Context: an optimization exercise on an open-source flow, tuned for small area, a short achievable clock period and few clock cycles per item. The choices shown serve that exercise and are no tape-out recipe.
At most, simulation tests tie the RTL to the original design; equivalence was not proved.
For runs 3 to 6, only the layout was checked, not whether the RTL still works.
Power and IR drop assume default switching activity.

## flow/run.sh

```bash
#!/bin/bash
# synth_recipe.tcl (not shown) runs the flow's synth.tcl, then flattens the netlist and writes it again
# the make line also repeats each setting of config.mk as NAME=value (left out here)
make -C /OpenROAD-flow-scripts/flow DESIGN_CONFIG=/design/flow/config.mk WORK_HOME=/design/flow/orfs CLKGATE_MAP_FILE= SYNTH_SCRIPT=/design/flow/synth_recipe.tcl finish
```

## flow/config.mk

```make
export PLATFORM = sky130hd
export DESIGN_NAME = data_cache
export DESIGN_NICKNAME = data_cache
export VERILOG_FILES = /design/flow/design.v
export SDC_FILE = /design/flow/constraint.sdc
export NUM_CORES = 4
export LEC_CHECK = 0
export CAP_MARGIN = 20
export CORE_MARGIN = 2
export CORE_UTILIZATION = 55
export CTS_BUF_LIST = sky130_fd_sc_hd__clkbuf_16
export CTS_CLUSTER_DIAMETER = 150
export CTS_CLUSTER_SIZE = 30
export SETUP_SLACK_MARGIN = 4.5
export SLEW_MARGIN = 20
```

## flow/constraint.sdc

```tcl
create_clock -name core_clock -period 8.0 [get_ports {clk}]
set_input_delay 1.6000 -clock core_clock [delete_from_list [all_inputs] [get_ports {clk}]]
set_output_delay 1.6000 -clock core_clock [all_outputs]
set_load 0.01 [all_outputs]
```

## flow/design.v

```verilog
package cache_pkg;
    localparam int DEF_LINES       = 32;
    localparam int DEF_MEM_LATENCY = 4;
endpackage
module cache_array #(
    parameter int LINES   = 32,
    parameter int INDEX_W = 5,
    parameter int TAG_W   = 27
) (
    input  logic               i_clk,
    input  logic               i_clear,
    input  logic [INDEX_W-1:0] i_index,
    output logic               o_rd_valid,
    output logic [TAG_W-1:0]   o_rd_tag,
    output logic [31:0]        o_rd_data,
    input  logic               i_fill,
    input  logic               i_we,
    input  logic [TAG_W-1:0]   i_wr_tag,
    input  logic [31:0]        i_wr_data
);
    logic [LINES-1:0] r_valid;
    logic [TAG_W-1:0] r_tag  [LINES];
    logic [31:0]      r_data [LINES];
    always_ff @(posedge i_clk) begin
        if (i_clear)
            r_valid <= '0;
        else if (i_fill)
            r_valid[i_index] <= 1'b1;
    end
    always_ff @(posedge i_clk) begin
        if (i_fill)
            r_tag[i_index] <= i_wr_tag;
        if (i_we)
            r_data[i_index] <= i_wr_data;
    end
    assign o_rd_valid = r_valid[i_index];
    assign o_rd_tag   = r_tag[i_index];
    assign o_rd_data  = r_data[i_index];
endmodule
module data_cache #(
    parameter int LINES       = cache_pkg::DEF_LINES,
    parameter int MEM_LATENCY = cache_pkg::DEF_MEM_LATENCY
) (
    input  logic        clk,
    input  logic        rst,
    input  logic [31:0] address,
    input  logic [31:0] writeData,
    input  logic        cpuRead,
    input  logic        cpuWrite,
    output logic [31:0] readData,
    output logic        stall,
    output logic [31:0] memAddress,
    output logic [31:0] memWriteData,
    output logic        memRead,
    output logic        memWrite,
    input  logic [31:0] memReadData,
    output logic [15:0] hitCount,
    output logic [15:0] missCount
);
    localparam int         INDEX_W = $clog2(LINES);
    localparam int         TAG_W   = 32 - $clog2(LINES);
    localparam logic [2:0] WR_LAST = 3'(MEM_LATENCY - 1);
    localparam logic [2:0] RD_LAST = 3'(MEM_LATENCY);
    logic [2:0]         r_phase;
    logic               r_wr;      
    logic               r_hit;     
    logic               r_done;    
    logic               r_memrd;   
    logic               r_memwr;   
    logic [31:0]        r_rdata;   
    logic [15:0]        r_hits;
    logic [15:0]        r_misses;
    logic               w_valid;
    logic [TAG_W-1:0]   w_line_tag;
    logic [31:0]        w_line_data;
    logic               w_hit;
    logic               w_lookup;
    logic               w_fill;
    logic               w_we;
    logic [2:0]         w_phase;
    assign w_hit    = w_valid && (w_line_tag == address[31:INDEX_W]);
    assign w_lookup = (r_phase == 3'd0);
    assign w_fill   = (r_phase == RD_LAST);
    assign w_we     = w_fill || ((r_phase == 3'd1) && r_wr && r_hit);
    cache_array #(
        .LINES   (LINES),
        .INDEX_W (INDEX_W),
        .TAG_W   (TAG_W)
    ) u_array (
        .i_clk      (clk),
        .i_clear    (rst),
        .i_index    (address[INDEX_W-1:0]),
        .o_rd_valid (w_valid),
        .o_rd_tag   (w_line_tag),
        .o_rd_data  (w_line_data),
        .i_fill     (w_fill),
        .i_we       (w_we),
        .i_wr_tag   (address[31:INDEX_W]),
        .i_wr_data  (r_wr ? writeData : memReadData)
    );
    assign memAddress   = address;
    assign memWriteData = writeData;
    assign memRead      = !rst && r_memrd;
    assign memWrite     = !rst && (w_lookup ? cpuWrite : r_memwr);
    assign stall        = !r_done;
    assign readData     = r_memrd ? memReadData : r_rdata;
    always_comb begin
        w_phase = r_phase + 3'd1;
        if (w_lookup && !(cpuRead || cpuWrite))
            w_phase = 3'd0;
        if (r_done)
            w_phase = 3'd0;
    end
    always_ff @(posedge clk) begin
        if (rst) begin
            r_phase  <= 3'd0;
            r_done   <= 1'b0;
            r_memrd  <= 1'b0;
            r_memwr  <= 1'b0;
            r_hits   <= '0;
            r_misses <= '0;
        end else begin
            r_phase <= w_phase;
            if (w_lookup) begin
                r_done  <= !cpuWrite && cpuRead && w_hit;
                r_memrd <= !cpuWrite && cpuRead && !w_hit;
                r_memwr <= cpuWrite;
            end else begin
                r_done  <= !r_done && (w_phase == (r_wr ? WR_LAST : RD_LAST));
                if (r_done) begin
                    r_memrd <= 1'b0;
                    r_memwr <= 1'b0;
                end
            end
            if (r_done && !r_wr && !r_memrd && r_hits != 16'hFFFF)
                r_hits <= r_hits + 16'd1;
            if (w_fill && r_misses != 16'hFFFF)
                r_misses <= r_misses + 16'd1;
        end
    end
    always_ff @(posedge clk) begin
        if (w_lookup) begin
            r_wr  <= cpuWrite;
            r_hit <= w_hit;
        end
        r_rdata <= w_line_data;
    end
    assign hitCount  = r_hits;
    assign missCount = r_misses;
endmodule
```

==> summary.txt, run 1 <==
Outcome
  • Status: timing/DRC/antenna clean

Timing
  • Tmin final: 3.77 ns
  • Hold_ws: 0.483 ns
  • Final worst-path cycle share: 0.471
  • Final Max Tran Viols: 0
  • Least-Margin Pin Slew: 1.23 ns
  • Relative slew slack: 0.172
  • Highest clock rate: 266 MHz
  • RSZ-0062 raised after global routing: true
  • Endpoints failing setup: 0
  • Setup Skew: 0.0196 ns
  • Final Hold Vio Count: 0
  • TNS Setup: 0 ns

Setup path
  • Worst EP arrival: 2.17 ns
  • Critical R2R Launch: r_memrd
  • Worst EP required: 6.40 ns
  • Worst R2R Path Depth: 7
  • Crit. End Element: output pin
  • CP max FO: 3
  • CP Launch Type: primary input
  • Reg2reg setup slack: 4.64 ns
  • Critical path type: primary input to output pin
  • R2r endpoint: r_hits[13]

Cells and area
  • Fin nets: 4417
  • Layout cell share with drive strength beyond 1: 0.256
  • Register area: 0.0588 sq mm
  • Area of the multi-input gates: 0.0180 sq mm
  • Fillers: 9607
  • Syn-to-layout area delta: 14.4%

Floorplan
  • Starting Density: 0.553
  • IO Pins: 231
  • Die X: 378 um
  • Die ar.: 0.143 sq mm
  • Core area: 0.139 sq mm
  • Site Rows: 137
  • DIE HEIGHT: 378 um

Power
  • Logic pwr share: 0.084
  • Switch share: 0.221
  • Lkg Pwr: 29.3 nW
  • Internal power: 14.0 mW
  • Total power: 18.0 mW
  • Clk pwr share: 0.271
  • Reg power frac: 0.645
  • Net switching power: 3.97 mW
  • Pwr Density: 204 mW/mm^2
  • Max IR drop VDD: 176 uV

Clocking
  • H-tree levels: 3
  • Worst-path clk slew: 0.11 ns
  • CTS buffer count: 76
  • CTS tree: yes
  • Clk sinks: 1992
  • CTS root buffer: clkbuf_16
  • Clock latency (worst-skew pair): 0.73 ns
  • Max clock buf depth: 3

Logic synthesis
  • Yosys Warn Count: 2
  • Area leader, netlist: edfxtp_1
  • Syn nets: 4069
  • Synth unique cells: 62
  • Ranking of synthesized cells by area: edfxtp_1 74%, mux4_2 7.9%, mux2i_1 5.8%
  • Async set-reset flop share out of synthesis: 0
  • Prevailing post-synth register cell: edfxtp_1
  • Synthesized area: 0.0771 sq mm
  • Mapped Avg Cell Area: 19.5 sq um
  • Flops & latches, synth: 1992
  • Gate Count Post-Synth: 3960
  • Synth top area share: 0.736
  • Post-synth EDFFs: 1890
  • Sequential area share after synthesis: 0.763

Hold path
  • Cell count of the worst hold path: 2
  • Hold_sp: u_array.r_valid[30]
  • Hold Crit Endpoint: u_array.r_valid[30]
  • Worst hold path type: register to register

Drt
  • DRT Pass-1 Iters: 6
  • Routed length per instance: 36.0 um
  • Final ANT Viol Nets: 0
  • Drt total wl: 225000 um
  • Via count: 41200
  • Drc violations: 0
  • Initial DRC count: 5787
  • Drt via density: 6.61

Placed design
  • RD Place Congestion: 0.827
  • Final HPWL from detailed placement: 107000 um
  • Quantity of I/O buffers inserted on ports: 230

Global route
  • Global route overflow: 0
  • Largest net degree at the start of global routing: 80
  • Via count of the first global-routing pass: 40500
  • First-pass GRT wire length: 306000 um
  • GRT Total Usage: 0.308
  • Antenna violations before repair: 3

Flow run
  • Max-cap violations: 0
-- worst max-delay path, stage by stage --
cell	delay (ns)
buf_12	0.10
buf_16	0.13
a21oi_4	0.19
buf_6	0.14
-- state kept, by name, indices dropped and copies added, names as in the netlist --
signal	cells
r_rdata	32
u_array.r_valid	32
r_hits	16
r_misses	16
r_hit	1
r_memrd	1
r_done	1
u_array.r_tag	864
r_memwr	1
u_array.r_data	1024
r_phase	3
r_wr	1
-- cell usage in the layout (no fill, tap or decap), drive strengths merged, types with 13 or more instances in the layout --
| cell type | netlist | routed |
|---|---|---|
| or4 | 12 | 13 |
| o21ai | 16 | 16 |
| nand3 | 17 | 17 |
| a21oi | 40 | 40 |
| a31oi | 14 | 14 |
| clkbuf | 75 | 92 |
| bufbuf | 0 | 25 |
| nand2 | 99 | 99 |
| o22ai | 209 | 209 |
| inv | 15 | 68 |
| buf | 200 | 468 |
| xor2 | 17 | 17 |
| clkdlybuf4s50 | 0 | 34 |
| a22oi | 78 | 78 |
| mux4 | 269 | 269 |
| nand4 | 27 | 27 |
| mux2 | 66 | 66 |
| a32oi | 17 | 17 |
| dfxtp | 102 | 102 |
| nor4 | 43 | 43 |
| nor2 | 157 | 159 |
| mux2i | 447 | 447 |
| edfxtp | 1890 | 1890 |
-- kinds of logic (layout without fill, tap and decap cells) --
logic type,after synthesis,after routing,synth area share
other,0,1,0
adders and majority gates,9,9,0.00146
xor gates and xnor gates,26,26,0.00295
DFF,1992,1992,0.763
buffers and inverters,290,688,0.0212
AOI/OAI and AO/OA,419,419,0.0363
muxes,782,782,0.146
and+or+nand+nor,442,446,0.0291
-- worst max path at each step --
stage | start | end | slack (ns) | cells after the start
after floorplan | address[1] | u_array.r_data[0][0] | 3.89 | 13
after global placement | address[3] | r_memrd | 2.36 | 12
after detailed placement | address[3] | r_memrd | 2.32 | 12
after CTS | address[23] | memAddress[23] | 4.02 | 2
after global routing | rst | memWrite | 4.23 | 4
final | rst | memWrite | 4.23 | 4
-- metrics by stage --
step | area [sq um] | util | cells | setup slack (ns)
floorplan | 78000 | - | 3960 | 3.89
global placement | 81900 | 0.588 | 5918 | 2.36
detailed placement | 81900 | 0.588 | 5919 | 2.32
CTS | 86800 | 0.623 | 6156 | 4.02
global route | 88200 | 0.633 | 6238 | 4.23
finish | 88200 | 0.633 | 6239 | 4.23
-- synthesized netlist by cell type (all sizes together) (6+ instances only) --
cell / number
a21o: 6
a21oi: 40
a22oi: 78
a31oi: 14
a32oi: 17
and3: 12
and4: 11
buf: 200
clkbuf: 75
dfxtp: 102
edfxtp: 1890
ha: 9
inv: 15
mux2: 66
mux2i: 447
mux4: 269
nand2: 99
nand2b: 9
nand3: 17
nand4: 27
nand4bb: 6
nor2: 157
nor3: 12
nor4: 43
o2111ai: 12
o211ai: 6
o21ai: 16
o22ai: 209
or2: 7
or3: 11
or4: 12
xnor2: 9
xor2: 17
-- power by group through the flow --
stage	combinational (mW)	sequential [mW]	clock, mW
after floorplan	0.774	11.8	0
after global placement	1.21	11.8	0
after detailed placement	1.25	11.9	0
after CTS	1.44	11.6	4.95
after global routing	1.60	11.6	5.26
final	1.52	11.6	4.88
-- layout make-up --
class,count,area share
clock buffers,78,0.0221
diodes,1,0.0000284
clock inverters,54,0.00285
flip-flops and latches,1992,0.667
repair buffers,541,0.0771
inverters,15,0.000695
well taps,1876,0.0266
multi-input cells,1682,0.204
-- per-layer routing --
metal  GRT usage  share of wire  vias to the layer above
li1            -              -                    16800
met3      0.0500          0.080                      413
met2       0.521           0.50                     2164
met4      0.0880          0.035                        2
met1       0.417           0.38                    21800
met5           0       0.000045                        -
-- repair_timing --
| action | 4_1_cts | 5_1_grt |
|---|---|---|
| hold buffers | 0 | 0 |
| pin swaps | 14 | 31 |
| gates cloned | 37 | 16 |
| gates resized for setup | 1149 | 119 |
| setup endpoints to repair | 2033 | 299 |
| buffers inserted | 68 | 66 |
Testbench counts, summed over its fixed seeds: cycles 246,981, ops 64,000.
==> run 2, diff against run 1 <==
--- a/flow/config.mk
+++ b/flow/config.mk
@@ -10,6 +10,6 @@
 export CORE_UTILIZATION = 55
 export CTS_BUF_LIST = sky130_fd_sc_hd__clkbuf_16
 export CTS_CLUSTER_DIAMETER = 150
-export CTS_CLUSTER_SIZE = 30
+export CTS_CLUSTER_SIZE = 26
 export SETUP_SLACK_MARGIN = 4.5
 export SLEW_MARGIN = 20
==> run 2 against run 1 <==
  * Critical endpoint is now r_memrd
  * Global-route usage is 0.39 points higher
  * Die area stayed put
  * Worst hold slack got worse by 0.0059 ns
  * Critical path type is now primary input to register
  * Sequential cell count did not move
  * Clock power grew 5.5%
==> summary.txt, run 2 <==
Logic synthesis
  • Most frequent cells after synthesis: 1890 x edfxtp_1, 447 x mux2i_1, 269 x mux4_2 (unchanged)
  • Flops & latches, synth: 1992 (unchanged)
  • Prevailing post-synth register cell: edfxtp_1 (unchanged)
  • Yosys Warn Count: 2 (unchanged)
  • Ranking of synthesized cells by area: edfxtp_1 74%, mux4_2 7.9%, mux2i_1 5.8% (unchanged)
  • Synthesized area: 0.0771 sq mm (unchanged)
  • Async set-reset flop share out of synthesis: 0 (unchanged)
  • Area leader, netlist: edfxtp_1 (unchanged)
  • Most common cell in the netlist: edfxtp_1 (unchanged)
  • Syn nets: 4069 (unchanged)
  • Mapped Avg Cell Area: 19.5 sq um (unchanged)
  • Synth unique cells: 62 (unchanged)
  • Synth top area share: 0.736 (unchanged)
  • Post-synth EDFFs: 1890 (unchanged)
  • Sequential area share after synthesis: 0.763 (unchanged)
  • Gate Count Post-Synth: 3960 (unchanged)

Cells and area
  • Leading cell types in the layout, fill and taps excluded: 1890 x edfxtp_1, 445 x mux2i_1, 269 x mux4_2 (was 1890 x edfxtp_1, 431 x mux2i_1, 269 x mux4_2)
  • Max reg flops: 1024 (unchanged)
  • Regs by FF count: u_array.r_data (1024), u_array.r_tag (864) (unchanged)
  • Fillers: 9652 (was 9607)
  • Area of the multi-input gates: 0.0178 sq mm (was 0.0180 sq mm)
  • Final Util: 0.632 (was 0.633)
  • Top reg by flops: u_array.r_data (unchanged)
  • Fin nets: 4411 (was 4417)
  • Syn-to-layout area delta: 14.3% (was 14.4%)
  • Register area: 0.0588 sq mm (about the same)
  • Layout cell share with drive strength beyond 1: 0.249 (was 0.256)
  • Most common cell after layout, fill and taps aside: edfxtp_1 (unchanged)
  • Post-layout instance area: 0.0881 sq mm (was 0.0882 sq mm)

Setup path
  • CP max FO: 13 (was 3)
  • CP Launch Type: primary input (unchanged)
  • Critical path type: primary input to register (was primary input to output pin)
  • Crit. End Element: register (was output pin)
  • Worst EP arrival: 4.42 ns (was 2.17 ns)
  • Worst EP required: 8.64 ns (was 6.40 ns)
  • Buffers & Inverters on Critical Path: 3 (unchanged)
  • Worst path top cell family by delay: simple AND/OR/NAND/NOR gates (was buffers and inverters)
  • Slowest cell on crit path: or4_4 (was a21oi_4)
  • Cells along the critical path: buf_16 > buf_12 > or4b_4 > o22ai_1 > or2_2 > or4_4 > a222oi_1 > and4_1 > nand4_1 > inv_1 > o21ai_1 (was buf_12 > buf_16 > a21oi_4 > buf_6)
  • CP peak stage delay: 0.55 ns (was 0.19 ns)

Power
  • Reg power frac: 0.635 (was 0.645)
  • Pwr Density: 207 mW/mm^2 (was 204 mW/mm^2)
  • Net switching power: 4.02 mW (was 3.97 mW)
  • Max IR drop VDD: 171 uV (was 176 uV)
  • Switch share: 0.220 (was 0.221)
  • Logic pwr share: 0.083 (was 0.084)
  • Clk pwr share: 0.282 (was 0.271)
  • Internal power: 14.3 mW (was 14.0 mW)
  • Lkg Pwr: 29.4 nW (was 29.3 nW)

Timing
  • Endpoints failing setup: 0 (unchanged)
  • Final Hold Vio Count: 0 (unchanged)
  • Tmin final: 3.78 ns (was 3.77 ns)
  • TNS Setup: 0 ns (unchanged)
  • Setup Skew: 0.0280 ns (was 0.0196 ns)
  • Final worst-path cycle share: 0.472 (was 0.471)
  • Final Max Tran Viols: 0 (unchanged)
  • Least-Margin Pin Slew: 1.21 ns (was 1.23 ns)
  • Relative slew slack: 0.190 (was 0.172)
  • RSZ-0062 raised after global routing: true (unchanged)
  • Highest clock rate: 265 MHz (was 266 MHz)
  • Final WS setup: 4.22 ns (was 4.23 ns)

Outcome
  • Status: timing/DRC/antenna clean (unchanged)

Global route
  • Global route overflow: 0 (unchanged)
  • GRT Total Usage: 0.312 (was 0.308)
  • Antenna violations before repair: 2 (was 3)
  • Largest net degree at the start of global routing: 74 (was 80)
  • First-pass GRT wire length: 310000 um (was 306000 um)
  • Via count of the first global-routing pass: 41000 (was 40500)

Clocking
  • Max clock buf depth: 3 (unchanged)
  • CTS buffer count: 86 (was 76)
  • H-tree levels: 3 (unchanged)
  • Hold buffer count at CTS: 0 (unchanged)
  • Clock latency (worst-skew pair): 0.74 ns (was 0.73 ns)
  • Worst-path clk slew: 0.10 ns (was 0.11 ns)
  • CTS tree: yes (unchanged)
  • Clk sinks: 1992 (unchanged)
  • CTS root buffer: clkbuf_16 (unchanged)

Placed design
  • Place WS: 2.32 ns (unchanged)
  • RD Place Congestion: 0.827 (unchanged)
  • Quantity of I/O buffers inserted on ports: 230 (unchanged)
  • Final HPWL from detailed placement: 107000 um (unchanged)
  • Placed Area: 0.0819 sq mm (unchanged)

Floorplan
  • Core area: 0.139 sq mm (unchanged)
  • DIE HEIGHT: 378 um (unchanged)
  • Starting Density: 0.553 (unchanged)
  • Die ar.: 0.143 sq mm (unchanged)
  • Site Rows: 137 (unchanged)
  • Die X: 378 um (unchanged)
  • IO Pins: 231 (unchanged)

Drt
  • Routed length per instance: 36.0 um (about the same)
  • Drt total wl: 224000 um (was 225000 um)
  • DRT Pass-1 Iters: 6 (unchanged)
  • Via count: 41200 (about the same)
  • Final ANT Viol Nets: 0 (unchanged)
  • Initial DRC count: 5580 (was 5787)
  • Drc violations: 0 (unchanged)
  • Drt via density: 6.61 (about the same)

Flow run
  • Max-cap violations: 0 (unchanged)

Hold path
  • Worst hold path type: register to register (unchanged)
## run 2: cell counts after synthesis
No cell type changed its count.
## run 2: what timing repair did
item                                   in CTS  in global routing
buffers inserted                          101                 25
gates resized for setup                  1184                 31
setup endpoints to repair                2033                132
cloned                                     42                  3
pin swaps                                  23                 10
endpoints found under the hold margin       0                  0
## run 2: path summary, 6_finish.rpt
kind                       startpoint                     end  slack [ns]  cells after the start
setup / recovery           address[0]                 r_memrd        4.22                     11
hold / removal    u_array.r_valid[30]     u_array.r_valid[30]        0.48                      2
setup reg to reg           r_phase[0]  u_array.r_data[23][12]        4.57                      6
hold reg to reg   u_array.r_valid[30]     u_array.r_valid[30]        0.48                      2
## run 2: logic make-up after synthesis
logic type                 after synthesis  synth area share
AOI/OAI and AO/OA                      419            0.0363
adders and majority gates                9           0.00146
DFF                                   1992             0.763
muxes                                  782             0.146
buffers and inverters                  290            0.0212
xor gates and xnor gates                26           0.00295
and+or+nand+nor                        442            0.0291
## run 2: layout make-up
type	instances	area share
Sequential cell	1992	0.667
Multi-Input combinational cell	1681	0.202
Timing Repair Buffer	526	0.0749
Tap cell	1876	0.0266
Clock buffer	89	0.0253
Clock inverter	57	0.00274
Inverter	15	0.000696
Antenna cell	1	0.0000284
## run 2: metrics by stage
stage	hold WS [ns]	power, mW	cells
detailed placement	0.458	13.1	5919
floorplan	0.431	12.6	3960
global placement	0.442	13.1	5918
CTS	0.481	18.3	6208
global route	0.509	18.8	6236
finish	0.477	18.3	6237
## run 2: worst register-to-register path: stages (launching register included)
cell and delay, ns:
dfxtp_1 0.35, inv_1 0.09, ha_2 0.25, nand2_1 0.28, nand2_1 0.41, nand2_1 0.60
nor2_2 1.04
## run 2: routing by layer
layer,track usage,share of wire,vias up
met5,0,0,-
met4,0.104,0.037,0
met3,0.0477,0.078,411
met2,0.522,0.50,2124
met1,0.423,0.38,21900
li1,-,-,16800
## run 2: power by group through the flow
| stage | clock network [mW] | logic [mW] | registers, mW |
|---|---|---|---|
| after global placement | 0 | 1.21 | 11.8 |
| after global routing | 5.55 | 1.59 | 11.6 |
| final | 5.15 | 1.51 | 11.6 |
| after CTS | 5.23 | 1.48 | 11.6 |
| after detailed placement | 0 | 1.25 | 11.9 |
| after floorplan | 0 | 0.774 | 11.8 |
==> run 3, diff against run 2 <==
--- a/flow/design.v
+++ b/flow/design.v
@@ -33,9 +33,18 @@
         if (i_we)
             r_data[i_index] <= i_wr_data;
     end
-    assign o_rd_valid = r_valid[i_index];
-    assign o_rd_tag   = r_tag[i_index];
-    assign o_rd_data  = r_data[i_index];
+    logic [LINES-1:0] w_sel;
+    assign w_sel = LINES'(1) << i_index;
+    always_comb begin
+        o_rd_valid = 1'b0;
+        o_rd_tag   = '0;
+        o_rd_data  = '0;
+        for (int i = 0; i < LINES; i++) begin
+            o_rd_valid = o_rd_valid | (r_valid[i] & w_sel[i]);
+            o_rd_tag   = o_rd_tag | (r_tag[i] & {TAG_W{w_sel[i]}});
+            o_rd_data  = o_rd_data | (r_data[i] & {32{w_sel[i]}});
+        end
+    end
 endmodule
 module data_cache #(
     parameter int LINES       = cache_pkg::DEF_LINES,
--- a/flow/config.mk
+++ b/flow/config.mk
@@ -10,6 +10,6 @@
 export CORE_UTILIZATION = 55
 export CTS_BUF_LIST = sky130_fd_sc_hd__clkbuf_16
 export CTS_CLUSTER_DIAMETER = 150
-export CTS_CLUSTER_SIZE = 26
-export SETUP_SLACK_MARGIN = 4.5
+export CTS_CLUSTER_SIZE = 24
+export SETUP_SLACK_MARGIN = 4.3
 export SLEW_MARGIN = 20
==> run 3 against run 2 <==
  * Still clean on timing, DRC and antenna
  * Clock skew rose by 0.0061 ns
  * First-iteration DRC count rose by 85%
  * Sequential share of layout area rose by 1.1 points
  * Register-to-register slack got worse by 0.09 ns
  * Critical path depth rose by 1
  * Synthesized area fell by 2.9%
  * Wire length rose by 26%
  * Cell count rose by 5.1%
  * Clock power rose by 4%
  * Via count rose by 18%
  * Combinational power barely moved
  * Global-route usage rose by 8.7 points
  * Critical endpoint is now r_done
  * Largest cell class unchanged
  * Highest routed layer is now met5
==> summary.txt, run 3 <==
Outcome
  • Status: timing/DRC/antenna clean (unchanged)

Timing
  • Highest clock rate: 241 MHz (was 265 MHz)
  • Least-Margin Pin Slew: 1.22 ns (was 1.21 ns)
  • Endpoints failing setup: 0 (unchanged)
  • Hold_ws: 0.478 ns (was 0.477 ns)
  • TNS Setup: 0 ns (unchanged)
  • Tmin final: 4.15 ns (was 3.78 ns)
  • Final Hold Vio Count: 0 (unchanged)
  • Relative slew slack: 0.182 (was 0.190)
  • Final WS setup: 3.85 ns (was 4.22 ns)
  • Setup Skew: 0.0341 ns (was 0.0280 ns)
  • Final worst-path cycle share: 0.519 (was 0.472)
  • Final Max Tran Viols: 0 (unchanged)
  • RSZ-0062 raised after global routing: true (unchanged)

Cells and area
  • Syn-to-layout area delta: 15.8% (was 14.3%)
  • Max reg flops: 1024 (unchanged)
  • Regs by FF count: u_array.r_data (1024), u_array.r_tag (864) (unchanged)
  • Fin nets: 4811 (was 4411)
  • Final Util: 0.641 (was 0.632)
  • Leading cell types in the layout, fill and taps excluded: 1890 x edfxtp_1, 475 x a22oi_1, 290 x buf_4 (was 1890 x edfxtp_1, 445 x mux2i_1, 269 x mux4_2)
  • Top reg by flops: u_array.r_data (unchanged)
  • Most common cell after layout, fill and taps aside: edfxtp_1 (unchanged)
  • Layout cell share with drive strength beyond 1: 0.213 (was 0.249)

Logic synthesis
  • Area leader, netlist: edfxtp_1 (unchanged)
  • Synthesized area: 0.0749 sq mm (was 0.0771 sq mm)
  • Mapped Avg Cell Area: 17.5 sq um (was 19.5 sq um)
  • Yosys Warn Count: 2 (unchanged)
  • Most frequent cells after synthesis: 1890 x edfxtp_1, 487 x a22oi_1, 187 x clkbuf_1 (was 1890 x edfxtp_1, 447 x mux2i_1, 269 x mux4_2)
  • Ranking of synthesized cells by area: edfxtp_1 76%, a22oi_1 4.9%, dfxtp_1 2.7% (was edfxtp_1 74%, mux4_2 7.9%, mux2i_1 5.8%)
  • Post-synth EDFFs: 1890 (unchanged)
  • Synth unique cells: 83 (was 62)
  • Most common cell in the netlist: edfxtp_1 (unchanged)
  • Sequential area share after synthesis: 0.785 (was 0.763)
  • Syn nets: 4394 (was 4069)
  • Synth top area share: 0.758 (was 0.736)
  • Gate Count Post-Synth: 4283 (was 3960)
  • Prevailing post-synth register cell: edfxtp_1 (unchanged)
  • Async set-reset flop share out of synthesis: 0 (unchanged)
  • Flops & latches, synth: 1992 (unchanged)

Power
  • Net switching power: 4.21 mW (was 4.02 mW)
  • Pwr Density: 213 mW/mm^2 (was 207 mW/mm^2)
  • Internal power: 14.3 mW (about the same)
  • Reg power frac: 0.629 (was 0.635)
  • Max IR drop VDD: 183 uV (was 171 uV)
  • Switch share: 0.228 (was 0.220)
  • Lkg Pwr: 28.0 nW (was 29.4 nW)
  • Logic pwr share: 0.082 (was 0.083)
  • Total power: 18.5 mW (was 18.3 mW)
  • Clk pwr share: 0.290 (was 0.282)

Setup path
  • R2r endpoint: u_array.r_data[4][9] (was u_array.r_data[23][12])
  • CP peak stage delay: 0.64 ns (was 0.55 ns)
  • Worst EP arrival: 4.83 ns (was 4.42 ns)
  • Crit. End Element: register (unchanged)
  • Reg2reg setup slack: 4.48 ns (was 4.57 ns)
  • CP max FO: 17 (was 13)
  • Most frequent cell on the critical path: nand4_1
  • Worst R2R Path Depth: 8 (was 6)
  • Critical path type: primary input to register (unchanged)
  • Cells along the critical path: buf_16 > bufbuf_16 > mux2i_1 > a2bb2oi_1 > nand4_1 > nor4_1 > xnor2_1 > a211oi_2 > nand4_1 > nor4_4 > buf_6 > o2bb2ai_2 (was buf_16 > buf_12 > or4b_4 > o22ai_1 > or2_2 > or4_4 > a222oi_1 > and4_1 > nand4_1 > inv_1 > o21ai_1)
  • CP Launch Type: primary input (unchanged)
  • Slowest cell on crit path: mux2i_1 (was or4_4)
  • Critical R2R Launch: r_phase[0] (unchanged)
  • Worst EP required: 8.68 ns (was 8.64 ns)

Placed design
  • RD Place Congestion: 0.958 (was 0.827)
  • Final HPWL from detailed placement: 147000 um (was 107000 um)
  • Place WS: 1.55 ns (was 2.32 ns)
  • Quantity of I/O buffers inserted on ports: 230 (unchanged)

Drt
  • Drc violations: 0 (unchanged)
  • Final ANT Viol Nets: 0 (unchanged)
  • Via count: 48500 (was 41200)
  • DRT Pass-1 Iters: 9 (was 6)
  • Routed length per instance: 43.2 um (was 36.0 um)
  • Drt total wl: 283000 um (was 224000 um)
  • Drt via density: 7.40 (was 6.61)
  • Initial DRC count: 10300 (was 5580)

Global route
  • Antenna violations before repair: 18 (was 2)
  • Met2 GRT Util: 0.596 (was 0.522)
  • Global route overflow: 0 (unchanged)
  • Grt met3 use: 0.105 (was 0.0477)
  • Via count of the first global-routing pass: 44400 (was 41000)
  • Largest net degree at the start of global routing: 42 (was 74)
  • First-pass GRT wire length: 378000 um (was 310000 um)
  • Met1 Track Usage GR: 0.531 (was 0.423)
  • GRT Total Usage: 0.399 (was 0.312)
  • GR peak layer: met2 (unchanged)

Clocking
  • Max clock buf depth: 3 (unchanged)
  • H-tree levels: 3 (unchanged)
  • Worst-path clk slew: 0.09 ns (was 0.10 ns)
  • Clk sinks: 1992 (unchanged)
  • CTS root buffer: clkbuf_16 (unchanged)
  • Hold buffer count at CTS: 0 (unchanged)
  • Clock latency (worst-skew pair): 0.77 ns (was 0.74 ns)
  • CTS tree: yes (unchanged)
  • CTS buffer count: 92 (was 86)

Floorplan
  • Starting Density: 0.553 (about the same)
  • Core area: 0.135 sq mm (was 0.139 sq mm)
  • IO Pins: 231 (unchanged)
  • DIE HEIGHT: 373 um (was 378 um)
  • Die X: 373 um (was 378 um)
  • Site Rows: 135 (was 137)
  • Die ar.: 0.139 sq mm (was 0.143 sq mm)

Hold path
  • Hold_sp: u_array.r_valid[2] (was u_array.r_valid[30])
  • Hold Crit Endpoint: u_array.r_valid[2] (was u_array.r_valid[30])
  • Worst hold path type: register to register (unchanged)
  • Cell count of the worst hold path: 2 (unchanged)

Flow run
  • Max-cap violations: 0 (unchanged)
==> run 3: cell count changes after synthesis, sizes merged, moves of 112 or more <==
cell | before | now
o22ai | 209 | 19
mux4 | 269 | 6
a22o | 0 | 142
a22oi | 78 | 487
a221oi | 0 | 137
mux2i | 447 | 57
clkbuf | 75 | 187
==> run 3: logic make-up after synthesis <==
kind of cell	after synthesis	synth area share
multiplexers	189	0.0284
AO/OA/AOI/OAI	1054	0.110
AND/OR/NAND/NOR	644	0.0469
flip-flops	1992	0.785
XOR/XNOR	36	0.00421
adder cells (fa/ha/maj)	11	0.00184
buffers and inverters	357	0.0235
==> run 3: timing repair <==
item,CTS,global route
buffers inserted,145,44
endpoints found under the setup margin,1544,172
pin swaps,42,34
resized for setup,915,72
gates cloned,42,3
==> run 3: power groups by stage <==
stage | Sequential [mW] | Combinational (mW) | Clock [mW]
after global routing | 11.6 | 1.53 | 5.66
after detailed placement | 11.8 | 1.21 | 0
after global placement | 11.8 | 1.20 | 0
after floorplan | 11.8 | 0.617 | 0
final | 11.6 | 1.51 | 5.35
after CTS | 11.6 | 1.42 | 5.34
==> run 3: critical path: cells and delay by family <==
kind / cells / cell delay (ns)
buffers and inverters: 3 / 0.80
XOR/XNOR: 1 / 0.16
multiplexers: 1 / 0.64
AO/OA/AOI/OAI: 3 / 0.58
AND/OR/NAND/NOR: 4 / 0.97
==> run 3: final cells by class <==
| cell class | count | area [sq um] |
|---|---|---|
| Antenna cell | 16 | 40.0 |
| Clock buffer | 94 | 2350 |
| Clock inverter | 57 | 226 |
| Fill cell | 9537 | 48600 |
| Inverter | 22 | 114 |
| Multi-Input combinational cell | 1946 | 16000 |
| Sequential cell | 1992 | 58800 |
| Tap cell | 1781 | 2230 |
| Timing Repair Buffer | 646 | 6960 |
==> run 3: worst max-delay path by stage <==
stage | endpoint | startpoint | slack (ns) | cells past startpoint
6_report | r_done | address[4] | 3.85 | 12
2_1_floorplan | r_done | address[2] | 3.54 | 16
4_1_cts | r_memrd | address[3] | 3.94 | 13
5_1_grt | r_done | address[3] | 3.83 | 13
3_5_place_dp | r_hit | address[0] | 1.55 | 12
3_3_place_gp | r_hit | address[0] | 1.64 | 13
==> run 3: per-stage QoR <==
step	cells	instance area, sq um
finish	6554	86700
global route	6540	86600
CTS	6491	85900
detailed placement	6153	80200
global placement	6151	80200
floorplan	4283	75800
==> run 3: per-layer routing <==
| metal | wire length (um) | part of all wire |
|---|---|---|
| met2 | 126000 | 0.44 |
| met1 | 98400 | 0.35 |
| met5 | 60 | 0.00021 |
| met3 | 38500 | 0.14 |
| met4 | 20400 | 0.072 |
==> run 4, diff against run 3 <==
--- a/flow/config.mk
+++ b/flow/config.mk
@@ -11,5 +11,5 @@
 export CTS_BUF_LIST = sky130_fd_sc_hd__clkbuf_16
 export CTS_CLUSTER_DIAMETER = 150
 export CTS_CLUSTER_SIZE = 24
-export SETUP_SLACK_MARGIN = 4.3
+export SETUP_SLACK_MARGIN = 4.0
 export SLEW_MARGIN = 20
==> run 4 against run 3 <==
  * Still clean on timing, DRC and antenna
  * Total power increased by 0.24%
  * Worst setup slack got worse by 0.10 ns
  * Worst hold slack improved by 0.0025 ns
  * Clock skew decreased by 0.0062 ns
  * Clock power about the same
  * Design area decreased by 0.63%
  * Synthesized area unchanged
  * Via count increased by 0.17%
  * Cell count decreased by 1.2%
  * Count of clock-buffer cells in the layout unchanged
  * Core utilization decreased by 0.40 points
  * Critical endpoint unchanged
  * Largest cell class unchanged
  * Largest power group unchanged
==> summary.txt, run 4 <==
Drt
  • Via count: 48600 (was 48500)
  • Routed length per instance: 44.1 um (was 43.2 um)
  • Initial DRC count: 10000 (was 10300)
  • Final ANT Viol Nets: 0 (unchanged)
  • Drt via density: 7.50 (was 7.40)
  • Drc violations: 0 (unchanged)
  • Drt total wl: 286000 um (was 283000 um)
  • DRT Pass-1 Iters: 7 (was 9)

Logic synthesis
  • Prevailing post-synth register cell: edfxtp_1 (unchanged)
  • Gate Count Post-Synth: 4283 (unchanged)
  • Synth top area share: 0.758 (unchanged)
  • Largest family of logic cells by synthesized area: compound AO/OA/AOI/OAI gates (unchanged)
  • Syn nets: 4394 (unchanged)
  • Synthesized area: 0.0749 sq mm (unchanged)
  • Yosys Warn Count: 2 (unchanged)
  • Area fraction in compound gates after synthesis: 0.110 (unchanged)
  • Post-synth EDFFs: 1890 (unchanged)
  • Most common cell in the netlist: edfxtp_1 (unchanged)
  • Area leader, netlist: edfxtp_1 (unchanged)
  • Sequential area share after synthesis: 0.785 (unchanged)
  • Mux cell area share after synthesis: 0.0284 (unchanged)
  • Mapped Avg Cell Area: 17.5 sq um (unchanged)
  • Adder-cell share of the synthesized area: 0.00184 (unchanged)
  • Flops & latches, synth: 1992 (unchanged)
  • Post-synthesis simple-gate area fraction: 0.0469 (unchanged)
  • Async set-reset flop share out of synthesis: 0 (unchanged)
  • Most frequent cells after synthesis: 1890 x edfxtp_1, 487 x a22oi_1, 187 x clkbuf_1 (unchanged)
  • Synth unique cells: 83 (unchanged)
  • Ranking of synthesized cells by area: edfxtp_1 76%, a22oi_1 4.9%, dfxtp_1 2.7% (unchanged)
  • Xor and xnor area share after synthesis: 0.00421 (unchanged)

Placed design
  • Placed Area: 0.0801 sq mm (was 0.0802 sq mm)
  • Quantity of I/O buffers inserted on ports: 230 (unchanged)
  • Final HPWL from detailed placement: 151000 um (was 147000 um)
  • RD Place Congestion: 0.963 (was 0.958)

Global route
  • Antenna violations before repair: 14 (was 18)
  • Via count of the first global-routing pass: 44300 (was 44400)
  • First-pass GRT wire length: 380000 um (was 378000 um)
  • Global route overflow: 0 (unchanged)
  • Largest net degree at the start of global routing: 43 (was 42)
  • GRT Total Usage: 0.401 (was 0.399)

Flow run
  • Max-cap violations: 0 (unchanged)

Cells and area
  • Leading cell types in the layout, fill and taps excluded: 1890 x edfxtp_1, 471 x a22oi_1, 245 x buf_4 (was 1890 x edfxtp_1, 475 x a22oi_1, 290 x buf_4)
  • Fillers: 9591 (was 9537)
  • Area of the multi-input gates: 0.0159 sq mm (was 0.0160 sq mm)
  • Fin nets: 4741 (was 4811)
  • Most common cell after layout, fill and taps aside: edfxtp_1 (unchanged)
  • Max reg flops: 1024 (unchanged)
  • Regs by FF count: u_array.r_data (1024), u_array.r_tag (864) (unchanged)
  • Layout cell share with drive strength beyond 1: 0.181 (was 0.213)
  • Syn-to-layout area delta: 15.0% (was 15.8%)
  • Post-layout instance area: 0.0861 sq mm (was 0.0867 sq mm)
  • Register area: 0.0588 sq mm (about the same)
  • Top reg by flops: u_array.r_data (unchanged)

Floorplan
  • IO Pins: 231 (unchanged)
  • Die X: 373 um (unchanged)
  • Site Rows: 135 (unchanged)
  • DIE HEIGHT: 373 um (unchanged)
  • Starting Density: 0.553 (unchanged)
  • Core area: 0.135 sq mm (unchanged)
  • Die ar.: 0.139 sq mm (unchanged)

Power
  • Lkg Pwr: 27.5 nW (was 28.0 nW)
  • Total power: 18.5 mW (about the same)
  • Pwr Density: 215 mW/mm^2 (was 213 mW/mm^2)
  • Max IR drop VDD: 167 uV (was 183 uV)

Clocking
  • Clock latency (worst-skew pair): 0.77 ns (about the same)
  • Worst-path clk slew: 0.11 ns (was 0.09 ns)
  • CTS tree: yes (unchanged)
  • CTS buffer count: 92 (unchanged)
  • CTS root buffer: clkbuf_16 (unchanged)
  • Clk sinks: 1992 (unchanged)
  • H-tree levels: 3 (unchanged)
  • Max clock buf depth: 3 (unchanged)

Timing
  • Tmin final: 4.25 ns (was 4.15 ns)
  • Endpoints failing setup: 0 (unchanged)
  • Highest clock rate: 235 MHz (was 241 MHz)
  • Setup Skew: 0.0280 ns (was 0.0341 ns)
  • Final Hold Vio Count: 0 (unchanged)
  • Final Max Tran Viols: 0 (unchanged)
  • Hold_ws: 0.480 ns (was 0.478 ns)
  • RSZ-0062 raised after global routing: true (unchanged)
  • Final worst-path cycle share: 0.532 (was 0.519)
  • Least-Margin Pin Slew: 1.24 ns (was 1.22 ns)
  • Relative slew slack: 0.173 (was 0.182)
  • TNS Setup: 0 ns (unchanged)

Setup path
  • Worst path top cell family by delay: simple AND/OR/NAND/NOR gates (unchanged)
  • Crit. End Element: register (unchanged)
  • Slowest cell on crit path: mux2i_1 (unchanged)
  • CP Launch Type: primary input (unchanged)
  • Worst EP arrival: 4.93 ns (was 4.83 ns)
  • CP peak stage delay: 0.41 ns (was 0.64 ns)
  • Buffers & Inverters on Critical Path: 4 (was 3)
  • Critical path type: primary input to register (unchanged)
  • Cells along the critical path: buf_16 > buf_12 > buf_12 > mux2i_1 > nor3_1 > a21oi_1 > nand4_1 > nor4_2 > xor2_1 > nand4_1 > nor4_4 > buf_6 > o2bb2ai_1 (was buf_16 > bufbuf_16 > mux2i_1 > a2bb2oi_1 > nand4_1 > nor4_1 > xnor2_1 > a211oi_2 > nand4_1 > nor4_4 > buf_6 > o2bb2ai_2)
  • Worst EP required: 8.68 ns (about the same)
  • CP max FO: 19 (was 17)

Outcome
  • Status: timing/DRC/antenna clean (unchanged)

Hold path
  • Worst hold path type: register to register (unchanged)
## run 4: cell counts after synthesis
Identical to the previous run, type by type.
## run 4: worst register-to-register path: cells and delay by family (launching register included)
| family | cells | cell delay (ns) |
|---|---|---|
| buffers and inverters | 3 | 0.94 |
| AOI/OAI and AO/OA | 1 | 0.05 |
| DFF | 1 | 0.36 |
| adders and majority gates | 1 | 0.23 |
| and+or+nand+nor | 3 | 1.84 |
## run 4: logic make-up after synthesis
family	after synthesis
flip-flops	1992
buffers and inverters	357
multiplexers	189
AO/OA/AOI/OAI	1054
AND/OR/NAND/NOR	644
adder cells (fa/ha/maj)	11
XOR/XNOR	36
## run 4: final cells by class
cell class,instances,share of cell area
antenna,12,0.000349
tap,1781,0.0259
sequential,1992,0.683
clock inverter,52,0.00272
clock buffer,94,0.0273
inverter,22,0.00128
timing repair buffer,577,0.0753
multi-input combinational,1945,0.184
## run 4: through the flow
step	worst slack (ns)	std cells	util
final	3.75	6475	0.637
after global routing	3.82	6465	0.636
after CTS	3.96	6441	0.633
after detailed placement	1.51	6156	0.592
after global placement	1.57	6154	0.591
after floorplan	3.51	4283	-
## run 4: power by group
part / internal [mW] / total (mW) / switching (mW)
Combinational: 0.512 / 1.52 / 1.00
Clock: 2.15 / 5.38 / 3.23
Sequential: 11.6 / 11.6 / 0.0222
Total: 14.2 / 18.5 / 4.26
## run 4: routing by layer
layer  part of all wire  global-route usage
met1               0.37               0.573
met5            0.00021                   0
met3               0.16               0.121
met4              0.053               0.174
met2               0.43               0.575
## run 4: repair_timing
item                                     CTS  global route
hold buffers                               0             0
gates resized for setup                  598            56
buffers inserted                          99            19
endpoints found under the hold margin      0             0
pin swaps                                 44            26
gates cloned                              40             3
endpoints found under the setup margin  1605           111
## run 4: final timing paths
| path | end | startpoint | cells after the start | slack [ns] |
|---|---|---|---|---|
| max | r_done | address[4] | 13 | 3.75 |
| min | u_array.r_valid[12] | u_array.r_valid[12] | 2 | 0.48 |
| max reg2reg | u_array.r_data[24][30] | r_phase[0] | 8 | 4.24 |
| min reg2reg | u_array.r_valid[12] | u_array.r_valid[12] | 2 | 0.48 |
==> run 5, diff against run 4 <==
--- a/flow/design.v
+++ b/flow/design.v
@@ -10,12 +10,11 @@
     input  logic               i_clk,
     input  logic               i_clear,
     input  logic [INDEX_W-1:0] i_index,
-    output logic               o_rd_valid,
-    output logic [TAG_W-1:0]   o_rd_tag,
+    input  logic [TAG_W-1:0]   i_tag,
+    output logic               o_rd_hit,
     output logic [31:0]        o_rd_data,
     input  logic               i_fill,
     input  logic               i_we,
-    input  logic [TAG_W-1:0]   i_wr_tag,
     input  logic [31:0]        i_wr_data
 );
     logic [LINES-1:0] r_valid;
@@ -29,21 +28,21 @@
     end
     always_ff @(posedge i_clk) begin
         if (i_fill)
-            r_tag[i_index] <= i_wr_tag;
+            r_tag[i_index] <= i_tag;
         if (i_we)
             r_data[i_index] <= i_wr_data;
     end
     logic [LINES-1:0] w_sel;
+    logic [LINES-1:0] w_match;
     assign w_sel = LINES'(1) << i_index;
+    for (genvar i = 0; i < LINES; i++) begin : g_match
+        assign w_match[i] = r_valid[i] && (r_tag[i] == i_tag);
+    end
     always_comb begin
-        o_rd_valid = 1'b0;
-        o_rd_tag   = '0;
-        o_rd_data  = '0;
-        for (int i = 0; i < LINES; i++) begin
-            o_rd_valid = o_rd_valid | (r_valid[i] & w_sel[i]);
-            o_rd_tag   = o_rd_tag | (r_tag[i] & {TAG_W{w_sel[i]}});
-            o_rd_data  = o_rd_data | (r_data[i] & {32{w_sel[i]}});
-        end
+        o_rd_hit  = |(w_match & w_sel);
+        o_rd_data = '0;
+        for (int i = 0; i < LINES; i++)
+            o_rd_data = o_rd_data | (r_data[i] & {32{w_sel[i]}});
     end
 endmodule
 module data_cache #(
@@ -79,15 +78,12 @@
     logic [31:0]        r_rdata;   
     logic [15:0]        r_hits;
     logic [15:0]        r_misses;
-    logic               w_valid;
-    logic [TAG_W-1:0]   w_line_tag;
     logic [31:0]        w_line_data;
     logic               w_hit;
     logic               w_lookup;
     logic               w_fill;
     logic               w_we;
     logic [2:0]         w_phase;
-    assign w_hit    = w_valid && (w_line_tag == address[31:INDEX_W]);
     assign w_lookup = (r_phase == 3'd0);
     assign w_fill   = (r_phase == RD_LAST);
     assign w_we     = w_fill || ((r_phase == 3'd1) && r_wr && r_hit);
@@ -99,12 +95,11 @@
         .i_clk      (clk),
         .i_clear    (rst),
         .i_index    (address[INDEX_W-1:0]),
-        .o_rd_valid (w_valid),
-        .o_rd_tag   (w_line_tag),
+        .i_tag      (address[31:INDEX_W]),
+        .o_rd_hit   (w_hit),
         .o_rd_data  (w_line_data),
         .i_fill     (w_fill),
         .i_we       (w_we),
-        .i_wr_tag   (address[31:INDEX_W]),
         .i_wr_data  (r_wr ? writeData : memReadData)
     );
     assign memAddress   = address;
--- a/flow/config.mk
+++ b/flow/config.mk
@@ -10,6 +10,6 @@
 export CORE_UTILIZATION = 55
 export CTS_BUF_LIST = sky130_fd_sc_hd__clkbuf_16
 export CTS_CLUSTER_DIAMETER = 150
-export CTS_CLUSTER_SIZE = 24
-export SETUP_SLACK_MARGIN = 4.0
+export CTS_CLUSTER_SIZE = 26
+export SETUP_SLACK_MARGIN = 4.5
 export SLEW_MARGIN = 20
==> run 5 against run 4 <==
  * Sequential power hardly changed
  * Highest routed layer unchanged
  * Total power is 0.85% lower
  * Register-to-register slack better by 0.40 ns
  * Clock skew is 0.020 ns higher
  * Sequential cell count stayed put
  * Design area is 3.5% higher
  * Non-clock buffer count is 76 lower
  * First-iteration DRC count is 38% lower
  * Worst setup slack better by 0.53 ns
  * Via count is 6.1% lower
==> summary.txt, run 5 <==
Logic synthesis
  • Most common cell in the netlist: edfxtp_1 (unchanged)
  • Synth top area share: 0.719 (was 0.758)
  • Most frequent cells after synthesis: 1890 x edfxtp_1, 803 x xnor2_1, 295 x a22oi_1 (was 1890 x edfxtp_1, 487 x a22oi_1, 187 x clkbuf_1)
  • Mapped Avg Cell Area: 16.6 sq um (was 17.5 sq um)
  • Gate Count Post-Synth: 4746 (was 4283)
  • Flops & latches, synth: 1992 (unchanged)
  • Sequential area share after synthesis: 0.745 (was 0.785)
  • Yosys Warn Count: 2 (unchanged)
  • Ranking of synthesized cells by area: edfxtp_1 72%, xnor2_1 8.9%, a22oi_1 2.8% (was edfxtp_1 76%, a22oi_1 4.9%, dfxtp_1 2.7%)
  • Async set-reset flop share out of synthesis: 0 (unchanged)
  • Area leader, netlist: edfxtp_1 (unchanged)
  • Syn nets: 4857 (was 4394)
  • Post-synth EDFFs: 1890 (unchanged)
  • Synthesized area: 0.0789 sq mm (was 0.0749 sq mm)
  • Synth unique cells: 56 (was 83)
  • Prevailing post-synth register cell: edfxtp_1 (unchanged)

Setup path
  • CP max FO: 3 (was 19)
  • Cells along the critical path: buf_12 > mux2i_4 > nor2_4 > buf_6 (was buf_16 > buf_12 > buf_12 > mux2i_1 > nor3_1 > a21oi_1 > nand4_1 > nor4_2 > xor2_1 > nand4_1 > nor4_4 > buf_6 > o2bb2ai_1)
  • WP depth: 4 (was 13)
  • CP peak stage delay: 0.24 ns (was 0.41 ns)
  • Crit. End Element: output pin (was register)
  • Buffers & Inverters on Critical Path: 2 (was 4)
  • Worst R2R Path Depth: 8 (unchanged)
  • CP Launch Type: primary input (unchanged)
  • Worst EP arrival: 2.13 ns (was 4.93 ns)
  • Worst EP required: 6.40 ns (was 8.68 ns)
  • Slowest cell on crit path: mux2i_4 (was mux2i_1)
  • Critical path type: primary input to output pin (was primary input to register)
  • Worst path top cell family by delay: buffers and inverters (was simple AND/OR/NAND/NOR gates)

Global route
  • Antenna violations before repair: 5 (was 14)
  • Met1 Track Usage GR: 0.472 (was 0.573)
  • GRT Total Usage: 0.342 (was 0.401)
  • Global route overflow: 0 (unchanged)
  • Grt met3 use: 0.0507 (was 0.121)
  • GR peak layer: met2 (unchanged)
  • First-pass GRT wire length: 346000 um (was 380000 um)
  • Via count of the first global-routing pass: 42500 (was 44300)
  • Largest net degree at the start of global routing: 46 (was 43)
  • Met2 GRT Util: 0.560 (was 0.575)

Timing
  • Relative slew slack: 0.302 (was 0.173)
  • Highest clock rate: 268 MHz (was 235 MHz)
  • Tmin final: 3.73 ns (was 4.25 ns)
  • RSZ-0062 raised after global routing: true (unchanged)
  • Least-Margin Pin Slew: 1.05 ns (was 1.24 ns)
  • Setup Skew: 0.0475 ns (was 0.0280 ns)
  • Final Hold Vio Count: 0 (unchanged)
  • Final worst-path cycle share: 0.466 (was 0.532)
  • Final Max Tran Viols: 0 (unchanged)
  • TNS Setup: 0 ns (unchanged)
  • Endpoints failing setup: 0 (unchanged)

Placed design
  • DP Cell Count: 6675 (was 6156)
  • Placed Area: 0.0835 sq mm (was 0.0801 sq mm)
  • Final HPWL from detailed placement: 121000 um (was 151000 um)
  • RD Place Congestion: 0.809 (was 0.963)
  • Quantity of I/O buffers inserted on ports: 230 (unchanged)

Cells and area
  • Post-layout instance area: 0.0891 sq mm (was 0.0861 sq mm)
  • Leading cell types in the layout, fill and taps excluded: 1890 x edfxtp_1, 803 x xnor2_1, 295 x a22oi_1 (was 1890 x edfxtp_1, 471 x a22oi_1, 245 x buf_4)
  • Final Util: 0.628 (was 0.637)
  • Most common cell after layout, fill and taps aside: edfxtp_1 (unchanged)
  • Top reg by flops: u_array.r_data (unchanged)
  • Finished Layout Cells: 6963 (was 6475)
  • Max reg flops: 1024 (unchanged)
  • Fin nets: 5119 (was 4741)
  • Regs by FF count: u_array.r_data (1024), u_array.r_tag (864) (unchanged)
  • Layout cell share with drive strength beyond 1: 0.158 (was 0.181)
  • Syn-to-layout area delta: 13.0% (was 15.0%)

Clocking
  • Clk sinks: 1992 (unchanged)
  • CTS buffer count: 86 (was 92)
  • H-tree levels: 3 (unchanged)
  • Max clock buf depth: 3 (unchanged)
  • Clock latency (worst-skew pair): 0.75 ns (was 0.77 ns)
  • Worst-path clk slew: 0.11 ns (about the same)
  • CTS root buffer: clkbuf_16 (unchanged)
  • CTS tree: yes (unchanged)

Flow run
  • Max-cap violations: 0 (unchanged)

Floorplan
  • Die ar.: 0.146 sq mm (was 0.139 sq mm)
  • IO Pins: 231 (unchanged)
  • Site Rows: 138 (was 135)
  • Core area: 0.142 sq mm (was 0.135 sq mm)
  • Starting Density: 0.556 (was 0.553)
  • DIE HEIGHT: 383 um (was 373 um)
  • Die X: 383 um (was 373 um)

Power
  • Lkg Pwr: 27.8 nW (was 27.5 nW)
  • Total power: 18.3 mW (was 18.5 mW)
  • Pwr Density: 206 mW/mm^2 (was 215 mW/mm^2)
  • Max IR drop VDD: 230 uV (was 167 uV)

Drt
  • Via count: 45600 (was 48600)
  • Routed length per instance: 36.3 um (was 44.1 um)
  • Final ANT Viol Nets: 0 (unchanged)
  • Drt total wl: 253000 um (was 286000 um)
  • Drt via density: 6.55 (was 7.50)
  • DRT Pass-1 Iters: 7 (unchanged)
  • Drc violations: 0 (unchanged)
  • Initial DRC count: 6228 (was 10000)

Outcome
  • Status: timing/DRC/antenna clean (unchanged)

Hold path
  • Cell count of the worst hold path: 1 (was 2)
  • Worst hold path type: register to register (unchanged)
==> run 5: path summary, 6_finish.rpt <==
| kind | endpoint | from | slack [ns] |
|---|---|---|---|
| setup / recovery | memWrite | cpuWrite | 4.27 |
| hold / removal | r_phase[0] | r_phase[0] | 0.46 |
| setup reg to reg | u_array.r_data[28][16] | r_phase[0] | 4.64 |
| hold reg to reg | r_phase[0] | r_phase[0] | 0.46 |
==> run 5: kinds of logic after synthesis <==
| kind of cell | after synthesis | synth area share |
|---|---|---|
| xor gates and xnor gates | 892 | 0.0990 |
| buffers and inverters | 347 | 0.0251 |
| adders and majority gates | 11 | 0.00174 |
| muxes | 67 | 0.00952 |
| AOI/OAI and AO/OA | 588 | 0.0594 |
| DFF | 1992 | 0.745 |
| and+or+nand+nor | 849 | 0.0600 |
==> run 5: power breakdown <==
part | internal (mW) | total (mW) | switching (mW)
registers | 11.6 | 11.6 | 0.0321
logic | 0.581 | 1.52 | 0.941
clock network | 2.05 | 5.22 | 3.17
total | 14.2 | 18.3 | 4.15
==> run 5: metal layers <==
layer	routed length, um	vias up
met5	13	-
met4	9820	2
met2	122000	2413
li1	-	18900
met1	99200	23900
met3	21200	417
==> run 5: area by class of cell <==
type	instances	area (sq um)
flip-flops and latches	1992	58800
fillers	10300	52800
multi-input cells	2412	19300
repair buffers	501	6090
well taps	1890	2360
clock buffers	89	2230
clock inverters	60	263
inverters	15	61.3
diodes	4	10.0
==> run 5: repair_timing <==
item | 4_1_cts | 5_1_grt
hold buffers | 0 | 0
gates cloned | 49 | 0
pin swaps | 10 | 4
endpoints found under the hold margin | 0 | 0
buffers inserted | 77 | 9
endpoints found under the setup margin | 1508 | 216
resized for setup | 947 | 37
==> run 5: through the flow <==
stage	setup WS, ns	hold slack, ns
global route	4.28	0.474
CTS	4.17	0.484
floorplan	4.01	0.428
detailed placement	2.35	0.454
finish	4.27	0.459
global placement	2.31	0.443
==> run 6, diff against run 5 <==
--- a/flow/config.mk
+++ b/flow/config.mk
@@ -7,7 +7,7 @@
 export LEC_CHECK = 0
 export CAP_MARGIN = 20
 export CORE_MARGIN = 2
-export CORE_UTILIZATION = 55
+export CORE_UTILIZATION = 65
 export CTS_BUF_LIST = sky130_fd_sc_hd__clkbuf_16
 export CTS_CLUSTER_DIAMETER = 150
 export CTS_CLUSTER_SIZE = 26
==> run 6 against run 5 <==
  * Still clean
  * Largest power group unchanged
  * Via count is 1.7% higher
  * Worst hold slack worse by 0.012 ns
  * Largest cell class unchanged
  * Total power decreased by 0.18%
==> summary.txt, run 6 <==
Drt
  • Routed length per instance: 36.4 um (was 36.3 um)
  • Drt via density: 6.93 (was 6.55)
  • DRT Pass-1 Iters: 5 (was 7)
  • Initial DRC count: 7188 (was 6228)
  • Via count: 46400 (was 45600)
  • Drt total wl: 244000 um (was 253000 um)
  • Drc violations: 0 (unchanged)
  • Final ANT Viol Nets: 0 (unchanged)

Timing
  • Least-Margin Pin Slew: 1.32 ns (was 1.05 ns)
  • Hold_ws: 0.447 ns (was 0.459 ns)
  • Final WS setup: 4.26 ns (was 4.27 ns)
  • TNS Setup: 0 ns (unchanged)
  • Highest clock rate: 267 MHz (was 268 MHz)
  • Endpoints failing setup: 0 (unchanged)
  • RSZ-0062 raised after global routing: true (unchanged)
  • Final Max Tran Viols: 0 (unchanged)
  • Setup Skew: 0.0334 ns (was 0.0475 ns)
  • Final worst-path cycle share: 0.468 (was 0.466)
  • Relative slew slack: 0.119 (was 0.302)
  • Final Hold Vio Count: 0 (unchanged)
  • Tmin final: 3.74 ns (was 3.73 ns)

Setup path
  • Worst EP required: 6.40 ns (about the same)
  • Buffers & Inverters on Critical Path: 2 (unchanged)
  • CP Launch Type: primary input (unchanged)
  • WP depth: 4 (unchanged)
  • Worst R2R Path Depth: 8 (unchanged)
  • Slowest cell on crit path: mux2i_4 (unchanged)
  • Worst path top cell family by delay: buffers and inverters (unchanged)
  • CP max FO: 4 (was 3)
  • Reg2reg setup slack: 4.59 ns (was 4.64 ns)
  • Crit. End Element: output pin (unchanged)
  • Critical path type: primary input to output pin (unchanged)
  • CP peak stage delay: 0.21 ns (was 0.24 ns)
  • CP endpoint: memWrite (unchanged)
  • Cells along the critical path: buf_4 > mux2i_4 > nor2_4 > buf_6 (was buf_12 > mux2i_4 > nor2_4 > buf_6)
  • Critical R2R Launch: r_phase[0] (unchanged)
  • Worst EP arrival: 2.14 ns (was 2.13 ns)
  • R2r endpoint: u_array.r_data[16][0] (was u_array.r_data[28][16])
  • Worst setup path start: cpuWrite (unchanged)

Global route
  • Met1 Track Usage GR: 0.521 (was 0.472)
  • Global route overflow: 0 (unchanged)
  • Met2 GRT Util: 0.609 (was 0.560)
  • Grt met3 use: 0.0758 (was 0.0507)
  • GR peak layer: met2 (unchanged)
  • GRT Total Usage: 0.386 (was 0.342)
  • Antenna violations before repair: 7 (was 5)
  • Largest net degree at the start of global routing: 43 (was 46)
  • Via count of the first global-routing pass: 43800 (was 42500)
  • First-pass GRT wire length: 335000 um (was 346000 um)

Power
  • Max IR drop VDD: 182 uV (was 230 uV)
  • Lkg Pwr: 27.9 nW (was 27.8 nW)
  • Clk pwr share: 0.284 (was 0.285)
  • Switch share: 0.222 (was 0.226)
  • Logic pwr share: 0.082 (was 0.083)
  • Total power: 18.3 mW (about the same)
  • Net switching power: 4.07 mW (was 4.15 mW)
  • Pwr Density: 206 mW/mm^2 (about the same)
  • Reg power frac: 0.634 (was 0.633)
  • Internal power: 14.2 mW (about the same)

Logic synthesis
  • Prevailing post-synth register cell: edfxtp_1 (unchanged)
  • Most frequent cells after synthesis: 1890 x edfxtp_1, 803 x xnor2_1, 295 x a22oi_1 (unchanged)
  • Syn nets: 4857 (unchanged)
  • Gate Count Post-Synth: 4746 (unchanged)
  • Sequential area share after synthesis: 0.745 (unchanged)
  • Synthesized area: 0.0789 sq mm (unchanged)
  • Post-synth EDFFs: 1890 (unchanged)
  • Synth top area share: 0.719 (unchanged)
  • Ranking of synthesized cells by area: edfxtp_1 72%, xnor2_1 8.9%, a22oi_1 2.8% (unchanged)
  • Async set-reset flop share out of synthesis: 0 (unchanged)
  • Synth unique cells: 56 (unchanged)
  • Most common cell in the netlist: edfxtp_1 (unchanged)
  • Yosys Warn Count: 2 (unchanged)
  • Flops & latches, synth: 1992 (unchanged)
  • Mapped Avg Cell Area: 16.6 sq um (unchanged)
  • Area leader, netlist: edfxtp_1 (unchanged)

Cells and area
  • Area of the multi-input gates: 0.0194 sq mm (was 0.0193 sq mm)
  • Layout cell share with drive strength beyond 1: 0.161 (was 0.158)
  • Max reg flops: 1024 (unchanged)
  • Register area: 0.0588 sq mm (about the same)
  • Fillers: 7269 (was 10300)
  • Fin nets: 5129 (was 5119)
  • Top reg by flops: u_array.r_data (unchanged)
  • Most common cell after layout, fill and taps aside: edfxtp_1 (unchanged)
  • Syn-to-layout area delta: 12.8% (was 13.0%)
  • Regs by FF count: u_array.r_data (1024), u_array.r_tag (864) (unchanged)
  • Leading cell types in the layout, fill and taps excluded: 1890 x edfxtp_1, 803 x xnor2_1, 295 x a22oi_1 (unchanged)

Clocking
  • Clock latency (worst-skew pair): 0.73 ns (was 0.75 ns)
  • CTS buffer count: 86 (unchanged)
  • CTS root buffer: clkbuf_16 (unchanged)
  • H-tree levels: 3 (unchanged)
  • CTS tree: yes (unchanged)
  • Hold buffer count at CTS: 0 (unchanged)
  • Worst-path clk slew: 0.10 ns (was 0.11 ns)
  • Max clock buf depth: 3 (unchanged)
  • Clk sinks: 1992 (unchanged)

Placed design
  • Place WS: 2.47 ns (was 2.35 ns)
  • Quantity of I/O buffers inserted on ports: 230 (unchanged)
  • Final HPWL from detailed placement: 115000 um (was 121000 um)
  • RD Place Congestion: 0.840 (was 0.809)

Hold path
  • Worst hold path type: register to register (unchanged)

Floorplan
  • Site Rows: 127 (was 138)
  • Die X: 352 um (was 383 um)
  • Core area: 0.120 sq mm (was 0.142 sq mm)
  • IO Pins: 231 (unchanged)
  • DIE HEIGHT: 352 um (was 383 um)
  • Starting Density: 0.657 (was 0.556)
  • Die ar.: 0.124 sq mm (was 0.146 sq mm)

Flow run
  • Max-cap violations: 0 (unchanged)

Outcome
  • Status: timing/DRC/antenna clean (unchanged)
-- run 6: worst min path at each step --
stage	startpoint	endpoint	slack, ns	cells after the start
after floorplan	u_array.r_valid[0]	u_array.r_valid[0]	0.43	2
after global placement	r_phase[0]	r_phase[0]	0.46	1
final	r_phase[0]	r_phase[0]	0.45	1
after global routing	r_phase[0]	r_phase[0]	0.46	1
after CTS	r_phase[0]	r_phase[0]	0.45	1
after detailed placement	r_phase[0]	r_phase[0]	0.46	1
-- run 6: power groups by stage --
stage	combinational [mW]	sequential (mW)	clock (mW)
global placement	1.17	11.8	0
CTS	1.47	11.6	5.19
detailed placement	1.20	11.8	0
finish	1.51	11.6	5.20
floorplan	0.713	11.8	0
global route	1.56	11.6	5.53
-- run 6: layer usage --
metal,vias to the layer above,share of wire
li1,18900,-
met1,23500,0.35
met2,3350,0.47
met3,666,0.12
met4,6,0.064
met5,-,0.00019
-- run 6: area by class of cell --
cell class	instances	share of cell area
diodes	2	0.0000562
clock buffers	91	0.0256
clock inverters	61	0.00294
inverters	15	0.000689
multi-input cells	2414	0.218
flip-flops and latches	1992	0.661
well taps	1612	0.0227
repair buffers	509	0.0698
-- run 6: kinds of logic after synthesis --
| family | synth area share |
|---|---|
| adder cells (fa/ha/maj) | 0.00174 |
| flip-flops | 0.745 |
| AO/OA/AOI/OAI | 0.0594 |
| multiplexers | 0.00952 |
| buffers and inverters | 0.0251 |
| AND/OR/NAND/NOR | 0.0600 |
| XOR/XNOR | 0.0990 |
-- run 6: metrics by stage --
step,area [sq um],std cells,util
6_report,89000,6696,0.741
5_1_grt,89000,6694,0.741
4_1_cts,88800,6682,0.739
3_5_place_dp,83100,6392,0.692
3_3_place_gp,83100,6392,0.692
2_1_floorplan,79600,4746,-
-- run 6: timing repair --
action	4_1_cts	5_1_grt
pin swaps	13	6
buffers inserted	89	8
resized for setup	981	29
setup endpoints to repair	1515	128
gates cloned	49	4

## static timing again, ports no longer ideal
No port has a modelled driver above. Below, the same layouts with a new extraction and two added sets of constraints.
Step 1, drivers: a clkbuf_16 drives clk and a buf_2 each remaining input, both assumed.
Step 2 times the ports against the registers' clock, not the clock port: input delays grow and output delays shrink by t, the midpoint of the rising clock arrivals with the driver on.
a / b / c = ideal / step 1 / step 2; a / b = the first two.
run	shift t [ns]	setup slack, ns	worst hold slack (ns)	latest minus earliest clock arrival (ns)	worst data-port slew with drivers (ns)
run 1	0.800	4.235 / 4.001 / 3.200	0.483 / 0.483 / 0.483	0.028 / 0.027	0.52
run 2	0.814	4.223 / 3.974 / 3.160	0.477 / 0.477 / 0.477	0.029 / 0.029	0.38
run 3	0.833	3.847 / 3.633 / 2.800	0.478 / 0.478 / 0.478	0.034 / 0.034	0.33
run 4	0.837	3.746 / 3.587 / 2.750	0.480 / 0.480 / 0.480	0.032 / 0.032	0.28
run 5	0.813	4.273 / 4.216 / 3.480	0.459 / 0.459 / 0.459	0.048 / 0.048	0.34
run 6	0.798	4.259 / 4.111 / 3.459	0.447 / 0.447 / 0.447	0.035 / 0.036	0.36
After both steps setup and hold are still met in every run listed. For run 2, which loses most, drivers alone change the setup slack by -0.249 ns; drivers and shift together by -1.063 ns.
